Context: an optimization exercise on an open-source flow, tuned for small area, a short achievable clock period and few clock cycles per item. The choices shown serve that exercise and are no tape-out recipe.
Function was checked by simulation only, so behaviour that the tests miss may differ from the original.

==> inputs of v18 <==
// bitmap_fit_allocator
module bitmap_fit_allocator (
  input  logic        clk,
  input  logic        rst,
  input  logic        req_valid,
  output logic        req_ready,
  input  logic        req_action,
  input  logic [1:0]  req_algorithm,
  input  logic [10:0] req_count,
  input  logic [9:0]  req_start,
  output logic        rsp_valid,
  input  logic        rsp_ready,
  output logic [1:0]  rsp_status,
  output logic [9:0]  rsp_start,
  output logic [10:0] rsp_count,
  output logic [10:0] rsp_free
);
clock: 15.0 ns
lec_check: 0
cap_margin: 20
core_margin: 2
core_utilization: 40
setup_slack_margin: 5
slew_margin: 20
standard.sh (not shown) runs the stock make flow with config.mk's settings and CLKGATE_MAP_FILE= SYNTH_SCRIPT=/design/flow/synth_recipe.tcl, a recipe that flattens the netlist after the stock synthesis.
==> flow/flow/run.sh <==
#!/bin/bash
set -uo pipefail
WORK=$(pwd)
RES=orfs/results/${FLOW_PLATFORM:-sky130hd}/bitmap_fit_allocator/base

# 1. The standard synthesis, in orfs/ where standard.sh keeps its results.
bash standard.sh synth > synth_standard.log 2>&1 || exit 1

# 2. The same synthesis without the adder cell mapping, in orfs_na/.
sed -e "s#WORK_HOME=[^ ]*#WORK_HOME=$WORK/orfs_na#" \
    -e 's#"\${@:-finish}"#ADDER_MAP_FILE= "${@:-finish}"#' standard.sh > standard_na.sh
RES_NA=orfs_na/results/${FLOW_PLATFORM:-sky130hd}/bitmap_fit_allocator/base
if bash standard_na.sh synth > synth_noadder.log 2>&1; then
  regs() {
    grep -oE 'sky130_fd_sc_hd__[a-z0-9]*df[a-z0-9]*_[0-9]+ +[^ (]+' "$1" | sort
  }
  regs $RES/1_2_yosys.v > regs_standard.txt
  regs $RES_NA/1_2_yosys.v > regs_noadder.txt
  if [[ -s regs_standard.txt ]] && cmp -s regs_standard.txt regs_noadder.txt; then
    echo "registers match: using the synthesis without adder cells" > synth_choice.log
    for f in 1_2_yosys.v 1_2_yosys.sdc 1_synth.odb 1_synth.sdc; do
      cp $RES_NA/$f $RES/$f
    done
  else
    echo "registers differ: using the standard synthesis" > synth_choice.log
    diff regs_standard.txt regs_noadder.txt >> synth_choice.log
  fi
else
  echo "synthesis without adder cells failed: using the standard synthesis" > synth_choice.log
fi

# 3. The rest of the standard flow, from the floorplan to the final DEF.
bash standard.sh > layout.log 2>&1
==> inputs of v24, as changes to v18 <==
--- a/flow/design.v
+++ b/flow/design.v
@@ -128,41 +128,40 @@
     end
     for (int i = 1; i < NW; i++) begin
       if (rst || (wr_en && rp == AW'(i))) wone[i] <= &wr_bus;
     end
   end
   assign rd = fmap[rp];
   logic          nxt_v;
   bfa_pkg::req_t cur, nxt;
+  logic          bad;        
   logic [1:0]    mode;
   logic [IdxW-1:0] lo;       
-  logic alloc, best, worst, first, bad;
+  logic alloc, best, worst, first;
   assign alloc = (cur.action == bfa_pkg::ACT_ALLOC);
   assign best  = (cur.algorithm == bfa_pkg::ALG_BEST);
   assign worst = (cur.algorithm == bfa_pkg::ALG_WORST);
   assign first = (cur.algorithm == bfa_pkg::ALG_FIRST);
-  assign bad   = (cur.cluster_count == '0) ||
-                 (alloc ? (cur.algorithm == bfa_pkg::ALG_NONE)
-                        : ((CntW+1)'(cur.start_index) + (CntW+1)'(cur.cluster_count)
-                           > (CntW+1)'(1024)));
   logic [IdxW-1:0] me;
   logic [W-1:0]    lo_mask, hi_mask, mk_mask, r_bits;
   logic            scanning;
   assign scanning = (mode == M_SCAN);
   assign me = lo + cur.cluster_count[IdxW-1:0] - 1'b1;
   always_comb begin
     for (int i = 0; i < W; i++) begin
       lo_mask[i] = (rp != lo[IdxW-1:LW]) || (LW'(i) >= lo[LW-1:0]);
       hi_mask[i] = scanning || (rp != me[IdxW-1:LW]) || (LW'(i) <= me[LW-1:0]);
     end
   end
   assign mk_mask = lo_mask & hi_mask;
   assign wr_word = alloc ? (rd & ~mk_mask) : (rd | mk_mask);
-  assign r_bits  = alloc ? (rd & lo_mask) : (~rd & mk_mask);
+  logic [W-1:0] c_bits;
+  assign r_bits  = rd & lo_mask;
+  assign c_bits  = alloc ? r_bits : (~rd & mk_mask);
   logic mark_last;
   assign mark_last = (rp == me[IdxW-1:LW]);
   assign wr_en = (mode == M_MARK) && !bad && !stall;
   logic [W-1:0][LW:0]    lf_p;
   logic [W-1:0][LW-1:0]  lf_ts;
   logic [NS-1:0][LW:0]   r_p, r_t, r_l;
   logic [NS-1:0][LW-1:0] r_ts, r_s;
   logic [NS-1:0]         r_v;
@@ -173,17 +172,17 @@
   end
   bfa_tree #(.LW(LW), .K0(0), .K1(KS)) u_tree_lo (
     .pi(lf_p), .ti(lf_p), .li('0), .tsi(lf_ts), .si(lf_ts), .vi('0),
     .n(cur.cluster_count), .best(best), .worst(worst),
     .po(r_p), .to(r_t), .lo(r_l), .tso(r_ts), .so(r_s), .vo(r_v)
   );
   always_comb begin
     r_cnt = '0;
-    for (int i = 0; i < W; i++) r_cnt = r_cnt + (LW+1)'(r_bits[i]);
+    for (int i = 0; i < W; i++) r_cnt = r_cnt + (LW+1)'(c_bits[i]);
   end
   logic            t_v;
   logic [1:0]      t_k;
   logic            t_last;
   logic [AW-1:0]   t_w;
   logic [IdxW-1:0] t_s;
   logic [CntW-1:0] t_n;
   logic [LW:0]     t_cnt;
@@ -223,79 +222,100 @@
   end
   assign xtra    = tail ? CntW'({~t_w, {LW{1'b0}}}) : '0;
   assign i_start = base | IdxW'(wbs);
   assign f_len   = CntW'(wsuf) + xtra;
   assign f_start = (wsuf == '0) ? {t_w + 1'b1, {LW{1'b0}}} : (base | IdxW'(wts));
   assign iv = wbv;
   assign fv = (f_len >= cur.cluster_count) && !wfull && (first || tail);
   assign pf = fv && (!iv || beats(f_len, CntW'(wbl)));
+  logic [CntW-1:0] add_w, need_w;
+  logic [CntW:0]   db_w, kf_w, kp_w;
+  assign add_w  = wfull ? CntW'(W) + xtra : CntW'(wpre);
+  assign need_w = (cur.cluster_count > add_w) ? cur.cluster_count - add_w : '0;
+  assign db_w   = (CntW+1)'(pf ? f_len : CntW'(wbl)) - (CntW+1)'(add_w);
+  assign kf_w   = (CntW+1)'(add_w) - (CntW+1)'(t_cnt);
+  assign kp_w   = (CntW+1)'(wsuf) - (CntW+1)'(t_cnt);
   logic            c_v;
   logic [1:0]      c_k;
   logic            c_last;
   logic [IdxW-1:0] c_s;
   logic [CntW-1:0] c_n;
   logic [LW:0]     c_cnt;
   logic [IdxW-1:0] c_base;
   logic [CntW-1:0] c_add;     
   logic            c_ends;    
   logic            c_full;
   logic [LW:0]     c_suf;
   logic [IdxW-1:0] c_fs;
   logic            c_bv;
   logic [CntW-1:0] c_bl;
   logic [IdxW-1:0] c_bs;
   logic            c_tail;
+  logic [CntW-1:0] c_need;    
+  logic [CntW:0]   c_db;      
+  logic [CntW:0]   c_kf, c_kp;  
   logic [CntW-1:0] cl;       
   logic [IdxW-1:0] cs;
   logic            hv;       
   logic [CntW-1:0] hl;
   logic [IdxW-1:0] hs;
-  logic [CntW-1:0] seen;     
+  logic [CntW-1:0] unseen;   
   logic [CntW-1:0] free_total;
   logic [CntW-1:0] c_len;
   logic [IdxW-1:0] c_start;
   logic            cv;
   assign c_len   = cl + c_add;
   assign c_start = (cl == '0) ? c_base : cs;
-  assign cv      = (c_len >= cur.cluster_count) && c_ends;
+  assign cv      = (cl >= c_need) && c_ends;
   logic            n_v;
   logic [CntW-1:0] n_l;
   logic [IdxW-1:0] n_s;
   always_comb begin
     logic pc, pb;
-    pb = c_bv && (!hv || beats(c_bl, hl)) && (!cv || beats(c_bl, c_len));
+    logic b_c;
+    b_c = (best && (c_db[CntW] || c_db[CntW-1:0] < cl)) ||
+          (worst && !c_db[CntW] && c_db[CntW-1:0] > cl);
+    pb = c_bv && (!hv || beats(c_bl, hl)) && (!cv || b_c);
     pc = !pb && cv && (!hv || beats(c_len, hl));
     n_v = hv || cv || c_bv;
     n_l = pb ? c_bl : pc ? c_len : hl;
     n_s = pb ? c_bs : pc ? c_start : hs;
   end
-  logic [CntW-1:0] ncl, seen_n, rem;
+  logic [CntW-1:0] ncl, rem;
+  logic [CntW:0]   rem_s;
   logic [IdxW-1:0] ncs;
   logic            scan_end, found;
   assign ncl    = c_full ? c_len : CntW'(c_suf);
   assign ncs    = c_full ? c_start : c_fs;
-  assign seen_n = seen + CntW'(c_cnt);
-  assign rem    = ncl + free_total - seen_n;    
+  assign rem_s  = c_full ? ((CntW+1)'(cl) + (CntW+1)'(unseen) + c_kf)
+                         : ((CntW+1)'(unseen) + c_kp);
+  assign rem    = rem_s[CntW-1:0];
   assign scan_end = c_v && (c_k == K_SCAN) &&
                     (c_tail || (first && n_v) || (rem < cur.cluster_count) ||
                      (best && n_v && n_l == cur.cluster_count) ||
                      (worst && n_v && n_l >= rem));
   assign found = n_v;
+  logic [CntW-1:0] free_n;
+  always_comb begin
+    free_n = free_total;
+    if (c_v && c_k == K_REL) free_n = free_total + CntW'(c_cnt);
+    if (scan_end && found)   free_n = free_total - cur.cluster_count;
+  end
   logic [1:0]      r_status;
   logic [IdxW-1:0] r_start;
   logic [CntW-1:0] r_count;
   logic            answer;
   assign answer = c_v && ((c_k == K_SCAN) ? scan_end : (c_k == K_BAD || c_last));
   logic r_done;
   always_comb begin
     r_done = 1'b0;
     case (mode)
       M_IDLE: r_done = 1'b1;
-      M_SCAN, M_WAIT: r_done = bad || (scan_end && !found);
+      M_SCAN, M_WAIT: r_done = bad;
       M_MARK: r_done = bad || mark_last;
       default: r_done = 1'b1;
     endcase
   end
   assign req_ready = !nxt_v;
   logic take, load;
   assign take = req_valid && req_ready;
   bfa_pkg::req_t src;
@@ -304,16 +324,17 @@
   always_ff @(posedge clk) begin
     if (rst) begin
       nxt_v      <= 1'b0;
       mode       <= M_IDLE;
       t_v        <= 1'b0;
       c_v        <= 1'b0;
       r_valid    <= 1'b0;
       free_total <= CntW'(1024);
+      unseen     <= CntW'(1024);
     end else begin
       if (r_valid && rsp_ready) r_valid <= 1'b0;
       if (take && !(load && !nxt_v)) begin
         nxt   <= req;
         nxt_v <= 1'b1;
       end else if (nxt_v && load) begin
         nxt_v <= 1'b0;
       end
@@ -345,49 +366,60 @@
         end else if (mode == M_MARK) begin
           t_v    <= !alloc;
           t_k    <= K_REL;
           t_last <= mark_last;
           rp     <= rp + 1'b1;
         end
         if (load) begin
           cur  <= src;
+          bad  <= (src.cluster_count == '0) ||
+                  ((src.action == bfa_pkg::ACT_ALLOC)
+                     ? (src.algorithm == bfa_pkg::ALG_NONE)
+                     : ((CntW+1)'(src.start_index) + (CntW+1)'(src.cluster_count)
+                        > (CntW+1)'(1024)));
           mode <= (src.action == bfa_pkg::ACT_ALLOC) ? M_SCAN : M_MARK;
           lo   <= src.start_index;
           rp   <= src.start_index[IdxW-1:LW];
         end else if (r_done) begin
           mode <= M_IDLE;
         end else if (scan_end) begin
-          mode <= M_MARK;
+          mode <= found ? M_MARK : M_IDLE;
           lo   <= n_s;
           rp   <= n_s[IdxW-1:LW];
         end
         c_v    <= t_v && !scan_end;
         c_k    <= t_k;
         c_last <= t_last;
         c_s    <= t_s;
         c_n    <= t_n;
         c_cnt  <= t_cnt;
         c_base <= base;
-        c_add  <= wfull ? CntW'(W) + xtra : CntW'(wpre);
+        c_add  <= add_w;
         c_ends <= first || !wfull || tail;
         c_full <= wfull;
         c_suf  <= wsuf;
         c_fs   <= f_start;
         c_bv   <= iv || fv;
         c_bl   <= pf ? f_len : CntW'(wbl);
         c_bs   <= pf ? f_start : i_start;
         c_tail <= tail;
+        c_need <= need_w;
+        c_db   <= db_w;
+        c_kf   <= kf_w;
+        c_kp   <= kp_w;
         if (load && src.action == bfa_pkg::ACT_ALLOC) begin
-          cl <= '0; cs <= '0; hv <= 1'b0; hl <= '0; hs <= '0; seen <= '0;
+          cl <= '0; cs <= '0; hv <= 1'b0; hl <= '0; hs <= '0;
         end else if (c_v && c_k == K_SCAN) begin
-          cl <= ncl; cs <= ncs; hv <= n_v; hl <= n_l; hs <= n_s; seen <= seen_n;
+          cl <= ncl; cs <= ncs; hv <= n_v; hl <= n_l; hs <= n_s;
         end
-        if (c_v && c_k == K_REL) free_total <= free_total + CntW'(c_cnt);
-        if (scan_end && found) free_total <= free_total - cur.cluster_count;
+        free_total <= free_n;
+        if (load && src.action == bfa_pkg::ACT_ALLOC) unseen <= free_n;
+        else if (c_v && c_k == K_REL) unseen <= unseen + CntW'(c_cnt);
+        else if (c_v && c_k == K_SCAN) unseen <= unseen - CntW'(c_cnt);
         if (answer) begin
           r_valid <= 1'b1;
           if (c_k == K_SCAN) begin
             r_status <= found ? bfa_pkg::ST_OK
                       : (free_total < cur.cluster_count) ? bfa_pkg::ST_NOSPACE
                                                          : bfa_pkg::ST_NOFIT;
             r_start  <= found ? n_s : '0;
             r_count  <= found ? cur.cluster_count : '0;
==> inputs of v26, as changes to v18 <==
==> flow/config.mk (replaced) <==
export PLATFORM = sky130hd
export DESIGN_NAME = bitmap_fit_allocator
export DESIGN_NICKNAME = bitmap_fit_allocator
export VERILOG_FILES = /design/flow/design.v
export SDC_FILE = /design/flow/constraint.sdc
export NUM_CORES = 4
export LEC_CHECK = 0
export CAP_MARGIN = 20
export CORE_MARGIN = 2
export CORE_UTILIZATION = 40
export SLEW_MARGIN = 20
==> summary of the runs <==
v26 finished clean. v18 went through all stages and came out clean. v24 ran to the end with no violations. In synthesized cell count, v26 and v18 do not differ. Clock skew, lowest first: v18, v24, v26. Against v26, the first-iteration DRC count of v18 is lower by about 6%. Hold slack: v24 > v18 > v26. Between v26 and v18, the lower register-to-register slack is in v26 (gap 1.4 ns). Against v18, the flip-flop and latch count of v24 is higher by 34.
Testbench counts of v18, summed over its fixed seeds: cycles 15,232, items 3,200.
Testbench counts of v24, summed over its fixed seeds: cycles 15,290, items 3,200.
Testbench counts of v26, summed over its fixed seeds: cycles 15,232, items 3,200.

re-timing with driven ports:
In the flow no input, the clock included, has a driving cell. The finished layouts below were timed again as built, in two steps. Step 1: set_driving_cell puts a clkbuf_16 on clk and a buf_2 on each other input, an assumption about the parent block. Step 2 also shifts input and output timing later by t, the mid clock arrival at the registers, as if the neighbouring blocks saw the same clock. Slacks: no drivers / after step 1 / after step 2; pairs: no drivers / after step 1.
run | t (ns) | slack for setup (ns) | worst setup path after step 2
v18 | 0.941 | 5.089 / 5.089 / 5.089 | register to register
v24 | 0.938 | 5.176 / 5.176 / 5.176 | register to register
v26 | 0.946 | 3.720 / 3.720 / 3.720 | register to register
After both steps setup and hold are still met in every run listed.
